This is an optimization exercise on Yosys and OpenROAD, whose aim is small area, a short achievable clock period and few clock cycles per item, not a production implementation.
RTL that was checked went through simulation tests only; none was proved equivalent to the original.

== main ==
==> module matrix_store, before the edit <==
module matrix_store #(
   parameter int data_w = 13
) (
   input  logic                       clk,
   input  logic                       rst_n,
   input  logic                       load_wr,
   input  logic [2:0]                 load_row,
   input  logic [4*data_w-1:0]        in,
   input  logic [2:0]                 rd_row,    
   input  logic [1:0]                 rd_col,
   output logic signed [data_w-1:0]   op_x,
   output logic signed [data_w-1:0]   op_y,
   input  logic                       wr_en,
   input  logic [2:0]                 wr_row,
   input  logic [1:0]                 wr_col,
   input  logic signed [data_w-1:0]   res_x,
   input  logic signed [data_w-1:0]   res_y,
   input  logic                       out_load,
   input  logic [2:0]                 out_row,
   output logic [4*data_w-1:0]        out
);
   localparam int num_rows = 8;
   localparam int num_cols = 4;
   logic signed [data_w-1:0] mat_q [num_rows*num_cols];
   logic [4*data_w-1:0]      out_q;
   logic                     rq_en_q;
   logic [2:0]               rq_row_q;
   logic [1:0]               rq_col_q;
   logic signed [data_w-1:0] rq_x_q;
   logic signed [data_w-1:0] rq_y_q;
   always_ff @(posedge clk or negedge rst_n) begin
      if (!rst_n) begin
         rq_en_q <= 1'b0;
      end else begin
         rq_en_q <= wr_en;
      end
   end
   always_ff @(posedge clk) begin
      rq_row_q <= wr_row;
      rq_col_q <= wr_col;
      rq_x_q   <= res_x;
      rq_y_q   <= res_y;
   end
   logic signed [data_w-1:0] res_even;
   logic signed [data_w-1:0] res_odd;
   logic [2:0]               rq_row_hi;
   logic [2:0]               wr_row_hi;
   assign res_even  = rq_row_q[0] ? rq_x_q : rq_y_q;
   assign res_odd   = rq_row_q[0] ? rq_y_q : rq_x_q;
   assign rq_row_hi = rq_row_q - 3'd1;
   assign wr_row_hi = wr_row - 3'd1;
   always_ff @(posedge clk) begin
      for (int i = 0; i < num_rows*num_cols; i++) begin
         if (load_wr && i[4:2] == load_row) begin
            mat_q[i] <= in[i[1:0]*data_w +: data_w];
         end else if (rq_en_q && i[1:0] == rq_col_q && (i[4:2] == rq_row_q || i[4:2] == rq_row_hi)) begin
            mat_q[i] <= i[2] ? res_odd : res_even;
         end
      end
   end
   logic [1:0]               rd_even;
   logic [1:0]               rd_odd;
   logic signed [data_w-1:0] even_c [num_cols];
   logic signed [data_w-1:0] odd_c  [num_cols];
   logic signed [data_w-1:0] even_q;
   logic signed [data_w-1:0] odd_q;
   assign rd_even = out_load ? out_row[2:1] : rd_row[2:1];
   assign rd_odd  = out_load ? out_row[2:1]
                  : rd_row[0] ? rd_row[2:1] : rd_row[2:1] - 2'd1;
   always_comb begin
      for (int c = 0; c < num_cols; c++) begin
         even_c[c] = mat_q[{rd_even, 1'b0, c[1:0]}];
         odd_c[c]  = mat_q[{rd_odd, 1'b1, c[1:0]}];
      end
   end
   assign even_q = even_c[rd_col];
   assign odd_q  = odd_c[rd_col];
   logic [2:0] rd_row_hi;
   assign rd_row_hi = rd_row - 3'd1;
   assign op_x   = (rq_en_q && rq_row_q == rd_row_hi && rq_col_q == rd_col) ? rq_y_q
                 : rd_row[0] ? even_q : odd_q;
   assign op_y   = (wr_en && wr_row_hi == rd_row && wr_col == rd_col) ? res_x
                 : (rq_en_q && rq_row_hi == rd_row && rq_col_q == rd_col) ? rq_x_q
                 : rd_row[0] ? odd_q : even_q;
   always_ff @(posedge clk or negedge rst_n) begin
      if (!rst_n) begin
         out_q <= '0;
      end else begin
         for (int c = 0; c < num_cols; c++) begin
            out_q[c*data_w +: data_w] <= !out_load ? '0
                                       : out_row[0] ? odd_c[c] : even_c[c];
         end
         if (out_load && wr_en && wr_col == 2'd3 && wr_row == out_row) begin
            out_q[3*data_w +: data_w] <= res_y;
         end
         if (out_load && rq_en_q && rq_col_q == 2'd3 && rq_row_hi == out_row) begin
            out_q[3*data_w +: data_w] <= rq_x_q;
         end
      end
   end
   assign out = out_q;
endmodule
clock: 12.5 ns
lec_check: 0
cap_margin: 30
core_margin: 2
core_utilization: 30
slew_margin: 30
standard.sh (not shown) runs the stock make flow with config.mk's settings and CLKGATE_MAP_FILE= SYNTH_SCRIPT=/design/flow/synth_recipe.tcl, a recipe that flattens the netlist after the stock synthesis.
==> flow/flow/run.sh <==
#!/bin/bash
# Standard layout (the standard.sh, standard synthesis unchanged) with two
# changes to how it is made: timing repair is asked to leave a setup margin,
# so that the layout is pushed below the design's clock period, and the
# buffer on every input and output port is a plain buffer rather than the
# delay cell the resizer picks by default. Each step's output goes to its own
# log file here.
set -euo pipefail
ARGS=("SETUP_SLACK_MARGIN=8.8" "BUFFER_PORTS_ARGS=-buffer_cell sky130_fd_sc_hd__buf_4")
for step in synth floorplan place cts finish; do
  bash standard.sh "${ARGS[@]}" $step > log_$step.txt 2>&1
done
What the feature branch does differently from main at the input level:
--- a/flow/design.v
+++ b/flow/design.v
@@ -158,39 +158,19 @@
    localparam int num_rows = 8;
    localparam int num_cols = 4;
    logic signed [data_w-1:0] mat_q [num_rows*num_cols];
    logic [4*data_w-1:0]      out_q;
-   logic                     rq_en_q;
-   logic [2:0]               rq_row_q;
-   logic [1:0]               rq_col_q;
-   logic signed [data_w-1:0] rq_x_q;
-   logic signed [data_w-1:0] rq_y_q;
-   always_ff @(posedge clk or negedge rst_n) begin
-      if (!rst_n) begin
-         rq_en_q <= 1'b0;
-      end else begin
-         rq_en_q <= wr_en;
-      end
-   end
-   always_ff @(posedge clk) begin
-      rq_row_q <= wr_row;
-      rq_col_q <= wr_col;
-      rq_x_q   <= res_x;
-      rq_y_q   <= res_y;
-   end
    logic signed [data_w-1:0] res_even;
    logic signed [data_w-1:0] res_odd;
-   logic [2:0]               rq_row_hi;
    logic [2:0]               wr_row_hi;
-   assign res_even  = rq_row_q[0] ? rq_x_q : rq_y_q;
-   assign res_odd   = rq_row_q[0] ? rq_y_q : rq_x_q;
-   assign rq_row_hi = rq_row_q - 3'd1;
+   assign res_even  = wr_row[0] ? res_x : res_y;
+   assign res_odd   = wr_row[0] ? res_y : res_x;
    assign wr_row_hi = wr_row - 3'd1;
    always_ff @(posedge clk) begin
       for (int i = 0; i < num_rows*num_cols; i++) begin
          if (load_wr && i[4:2] == load_row) begin
             mat_q[i] <= in[i[1:0]*data_w +: data_w];
-         end else if (rq_en_q && i[1:0] == rq_col_q && (i[4:2] == rq_row_q || i[4:2] == rq_row_hi)) begin
+         end else if (wr_en && i[1:0] == wr_col && (i[4:2] == wr_row || i[4:2] == wr_row_hi)) begin
             mat_q[i] <= i[2] ? res_odd : res_even;
          end
       end
    end
@@ -210,14 +190,10 @@
       end
    end
    assign even_q = even_c[rd_col];
    assign odd_q  = odd_c[rd_col];
-   logic [2:0] rd_row_hi;
-   assign rd_row_hi = rd_row - 3'd1;
-   assign op_x   = (rq_en_q && rq_row_q == rd_row_hi && rq_col_q == rd_col) ? rq_y_q
-                 : rd_row[0] ? even_q : odd_q;
+   assign op_x   = rd_row[0] ? even_q : odd_q;
    assign op_y   = (wr_en && wr_row_hi == rd_row && wr_col == rd_col) ? res_x
-                 : (rq_en_q && rq_row_hi == rd_row && rq_col_q == rd_col) ? rq_x_q
                  : rd_row[0] ? odd_q : even_q;
    always_ff @(posedge clk or negedge rst_n) begin
       if (!rst_n) begin
          out_q <= '0;
@@ -228,11 +204,8 @@
          end
          if (out_load && wr_en && wr_col == 2'd3 && wr_row == out_row) begin
             out_q[3*data_w +: data_w] <= res_y;
          end
-         if (out_load && rq_en_q && rq_col_q == 2'd3 && rq_row_hi == out_row) begin
-            out_q[3*data_w +: data_w] <= rq_x_q;
-         end
       end
    end
    assign out = out_q;
 endmodule
==> summary.txt <==
- The feature branch completed; timing, DRC and antenna clean
- Sort main and the feature branch by area overhead of the layout relative to synthesis desc -> top: the feature branch
- Changes observed in the feature branch relative to main: data arrival time at the worst-slack endpoint went up, detailed-routing wirelength on met1 went up.
- The feature branch ended with less transition time at the pin with the least slew margin than main.
- [the feature branch vs main] met3 capacity usage during global routing: lower in the feature branch
No run of this note included a check of the RTL's function; only the layout flow was run.

* * *

run E:
qr_cordic_top, a different RTL version from the one above (not shown whole).
Size in the first run: ~4200 cells after synthesis, ~920 flip-flops, roughly 110 I/O pins.
// qr_cordic_top
module qr_cordic_top #(
   parameter int data_w = 13
) (
   input  logic                clk,
   input  logic                rst_n,
   input  logic                valid,
   input  logic [4*data_w-1:0] in,
   output logic                out_valid,
   output logic [4*data_w-1:0] out
);
export LEC_CHECK = 0
export CAP_MARGIN = 30
export CORE_MARGIN = 2
export CORE_UTILIZATION = 30
export CTS_CLUSTER_DIAMETER = 100
export CTS_CLUSTER_SIZE = 24
export SLEW_MARGIN = 30
create_clock -name core_clock -period 12.5 [get_ports {clk}]
==> flow/flow/run.sh <==
#!/bin/bash
# Standard layout (the standard.sh, standard synthesis unchanged) with
# these changes to how it is made: timing repair is asked to leave a setup
# margin, so that the layout is pushed below the design's clock period; the
# buffer on every input and output port is a plain buffer rather than the
# delay cell the resizer picks by default; and after placement each output
# port's buffer is moved next to the register driving it (flow/outbuf.tcl).
# Each step's output goes to its own log file here.
set -euo pipefail
ARGS=("SETUP_SLACK_MARGIN=8.6" "BUFFER_PORTS_ARGS=-buffer_cell sky130_fd_sc_hd__buf_4")
for step in synth floorplan place; do
  bash standard.sh "${ARGS[@]}" $step > log_$step.txt 2>&1
done
openroad -no_init -exit flow/outbuf.tcl > log_outbuf.txt 2>&1
for step in cts finish; do
  bash standard.sh "${ARGS[@]}" $step > log_$step.txt 2>&1
done
==> flow/flow/outbuf.tcl <==
# Move each output port's buffer next to the register that drives it, so
# that the register drives a short wire and the buffer the long one to the
# port; placement legalized again.
set db orfs/results/$::env(FLOW_PLATFORM)/qr_cordic_top/base/3_place.odb
read_db $db
set block [ord::get_db_block]
set n 0
foreach bterm [$block getBTerms] {
  if {[$bterm getIoType] ne "OUTPUT"} { continue }
  set net [$bterm getNet]
  set buf ""
  foreach iterm [$net getITerms] {
    if {[$iterm isOutputSignal]} { set buf [$iterm getInst] }
  }
  if {$buf eq ""} { continue }
  set drv ""
  foreach iterm [$buf getITerms] {
    if {[$iterm isInputSignal]} {
      set in_net [$iterm getNet]
      if {$in_net eq "NULL" || $in_net eq ""} { continue }
      foreach it2 [$in_net getITerms] {
        if {[$it2 isOutputSignal]} { set drv [$it2 getInst] }
      }
    }
  }
  if {$drv eq ""} { continue }
  set loc [$drv getLocation]
  $buf setLocation [lindex $loc 0] [lindex $loc 1]
  incr n
}
puts "moved $n output buffers"
detailed_placement
check_placement -verbose
write_db $db
Testbench counts of run E, summed over its fixed seeds: cycles 9,120, matrices 96.
### run E -> run R
--- a/flow/design.v
+++ b/flow/design.v
@@ -150,17 +150,16 @@
    input  logic [2:0]                 load_row,
    input  logic [4*data_w-1:0]        in,
    input  logic [2:0]                 rd_row,    
    input  logic [1:0]                 rd_col,
    input  logic [1:0]                 rd_even,   
    input  logic [1:0]                 rd_odd,
    input  logic                       fwd_x,     
    input  logic                       fwd_y,     
-   input  logic                       fwd_in,    
    output logic signed [data_w-1:0]   op_x,
    output logic signed [data_w-1:0]   op_y,
    input  logic                       wr_en,
    input  logic [2:0]                 wr_row,
    input  logic [1:0]                 wr_col,
    input  logic signed [data_w-1:0]   res_x,
    input  logic signed [data_w-1:0]   res_y,
    input  logic                       out_load,
@@ -220,18 +219,20 @@
    always_comb begin
       for (int c = 0; c < num_cols; c++) begin
          even_c[c] = mat_q[{rd_even, 1'b0, c[1:0]}];
          odd_c[c]  = mat_q[{rd_odd, 1'b1, c[1:0]}];
       end
    end
    assign even_q = even_c[rd_col];
    assign odd_q  = odd_c[rd_col];
+   logic [2:0] rd_row_hi;
+   assign rd_row_hi = rd_row - 3'd1;
    assign op_x   = fwd_x ? rq_y_q
-                 : fwd_in ? in[data_w-1:0]
+                 : (load_wr && load_row == rd_row_hi && rd_col == 2'd0) ? in[data_w-1:0]
                  : rd_row[0] ? even_q : odd_q;
    assign op_y   = fwd_y ? res_x
                  : rd_row[0] ? odd_q : even_q;
    always_ff @(posedge clk or negedge rst_n) begin
       if (!rst_n) begin
          out_q <= '0;
       end else begin
          for (int c = 0; c < num_cols - 1; c++) begin
@@ -259,17 +260,16 @@
    output logic       nxt_mode,
    output logic [1:0] nxt_pass,
    output logic [2:0] rd_row,
    output logic [1:0] rd_col,
    output logic [1:0] rd_even,    
    output logic [1:0] rd_odd,     
    output logic       fwd_x,      
    output logic       fwd_y,      
-   output logic       fwd_in,     
    output logic [2:0] row,
    output logic [1:0] col,
    output logic       out_load,
    output logic [2:0] out_row,
    output logic       out_res,    
    output logic       out_rq,     
    output logic       out_valid,
    output logic       flush
@@ -409,17 +409,16 @@
    logic       a_mode_q;
    logic [1:0] a_pass_q;
    logic [2:0] a_row_q;
    logic [1:0] rd_even_q;
    logic [1:0] rd_odd_q;
    logic [1:0] a_col_q;
    logic       a_fwd_x_q;
    logic       a_fwd_y_q;
-   logic       a_fwd_in_q;
    logic       b_start_q;
    logic       b_mode_q;
    logic [1:0] b_pass_q;
    logic [2:0] b_row_q;
    logic [1:0] b_col_q;
    always_ff @(posedge clk or negedge rst_n) begin
       if (!rst_n) begin
          a_start_q <= 1'b0;
@@ -434,29 +433,27 @@
       a_pass_q <= c_ph;
       a_row_q  <= row_lo;
       rd_even_q <= out_load_c ? out_row_c[2:1] : row_lo[2:1];
       rd_odd_q  <= out_load_c ? out_row_c[2:1]
                  : row_lo[0] ? row_lo[2:1] : row_lo[2:1] - 2'd1;
       a_col_q  <= j_ph;
       a_fwd_x_q <= (c_ph != 2'd0);
       a_fwd_y_q <= (k_op >= 4'd2);
-      a_fwd_in_q <= (round_q == 4'd1 && phase_q == '0 && beats_q == '0);
       b_mode_q <= a_mode_q;
       b_pass_q <= a_pass_q;
       b_row_q  <= a_row_q;
       b_col_q  <= a_col_q;
    end
    assign rd_row   = a_row_q;
    assign rd_even  = rd_even_q;
    assign rd_odd   = rd_odd_q;
    assign rd_col   = a_col_q;
    assign fwd_x    = a_fwd_x_q;
    assign fwd_y    = a_fwd_y_q;
-   assign fwd_in   = a_fwd_in_q;
    assign nxt_mode = a_mode_q;
    assign nxt_pass = a_pass_q;
    assign start    = b_start_q;
    assign mode     = b_mode_q;
    assign pass     = b_pass_q;
    assign row      = b_row_q;
    assign col      = b_col_q;
 endmodule
@@ -484,17 +481,16 @@
    logic                     gv_nxt_mode;
    logic [1:0]               gv_nxt_pass;
    logic [2:0]               gv_rd_row;
    logic [1:0]               gv_rd_col;
    logic [1:0]               rd_even;
    logic [1:0]               rd_odd;
    logic                     fwd_x;
    logic                     fwd_y;
-   logic                     fwd_in;
    logic [2:0]               gv_row;
    logic [1:0]               gv_col;
    logic signed [data_w-1:0] gv_op_x;
    logic signed [data_w-1:0] gv_op_y;
    logic                     gv_done;
    logic [2:0]               gv_wr_row;
    logic [1:0]               gv_wr_col;
    logic signed [data_w-1:0] gv_res_x;
@@ -511,17 +507,16 @@
       .nxt_mode  (gv_nxt_mode),
       .nxt_pass  (gv_nxt_pass),
       .rd_row    (gv_rd_row),
       .rd_col    (gv_rd_col),
       .rd_even   (rd_even),
       .rd_odd    (rd_odd),
       .fwd_x     (fwd_x),
       .fwd_y     (fwd_y),
-      .fwd_in    (fwd_in),
       .row       (gv_row),
       .col       (gv_col),
       .out_load  (out_load),
       .out_row   (out_row),
       .out_res   (out_res),
       .out_rq    (out_rq),
       .out_valid (out_valid),
       .flush     (flush)
@@ -534,17 +529,16 @@
       .load_row (load_row),
       .in       (in),
       .rd_row   (gv_rd_row),
       .rd_col   (gv_rd_col),
       .rd_even  (rd_even),
       .rd_odd   (rd_odd),
       .fwd_x    (fwd_x),
       .fwd_y    (fwd_y),
-      .fwd_in   (fwd_in),
       .op_x     (gv_op_x),
       .op_y     (gv_op_y),
       .wr_en    (gv_done),
       .wr_row   (gv_wr_row),
       .wr_col   (gv_wr_col),
       .res_x    (gv_res_x),
       .res_y    (gv_res_y),
       .out_load (out_load),
--- outcome ---
Changes observed in run R relative to run E: total via count in the routed design fell by 129; wire length on met2 rose by about 2.6%; count of H-tree levels built during CTS stayed essentially flat; shortest period the worst path allows rose by 0.041 ns.
Lower number of global-route vias before repair goes to run E over run R.
Final worst-path setup slack ended up 0.041 ns lower on run R than on run E.
There was hardly any difference in final cell count between run R and run E.
Compared with run E, in run R first-pass GRT wire length ~0 delta, pin count of the biggest net entering global routing shrank by 3.4%, met1 usage in global routing now sits at about the same level, last weighted congestion value of the routability-driven placer now sits lower.
Only the layout flow was run in run R; the RTL was not checked for function there.

-- re-timing with driven ports --
No port has a modelled driver above. Below, the same layouts with a new extraction and two added sets of constraints. Step 1 sets driving cells, clkbuf_16 on the clock port and buf_2 on the other inputs (assumed; they add their load-dependent delay and slew). Step 2 also shifts input and output timing later by t, the mid clock arrival at the registers, as if the neighbouring blocks saw the same clock. a / b / c = ideal ports / drivers / drivers and shift; a / b = the first two.
| run | shift t [ns] | setup WS [ns] | hold WS [ns] | worst setup path at the end | worst register clock-pin slew, ns |
|---|---|---|---|---|---|
| main | 0.794 | 8.599 / 8.522 / 8.500 | 0.323 / 0.323 / 0.323 | input to register | 0.07 / 0.07 |
| the feature branch | 0.800 | 8.411 / 8.411 / 8.223 | 0.322 / 0.322 / 0.322 | input to register | 0.07 / 0.07 |
| run E | 0.714 | 8.784 / 8.713 / 8.267 | 0.323 / 0.323 / 0.323 | input to register | 0.11 / 0.11 |
| run R | 0.740 | 8.743 / 8.686 / 8.325 | 0.308 / 0.308 / 0.308 | input to register | 0.11 / 0.11 |
After both steps every run listed still meets setup and hold. The setup slack of run E, which loses most, moves by -0.071 ns with the drivers and by -0.517 ns with both steps.
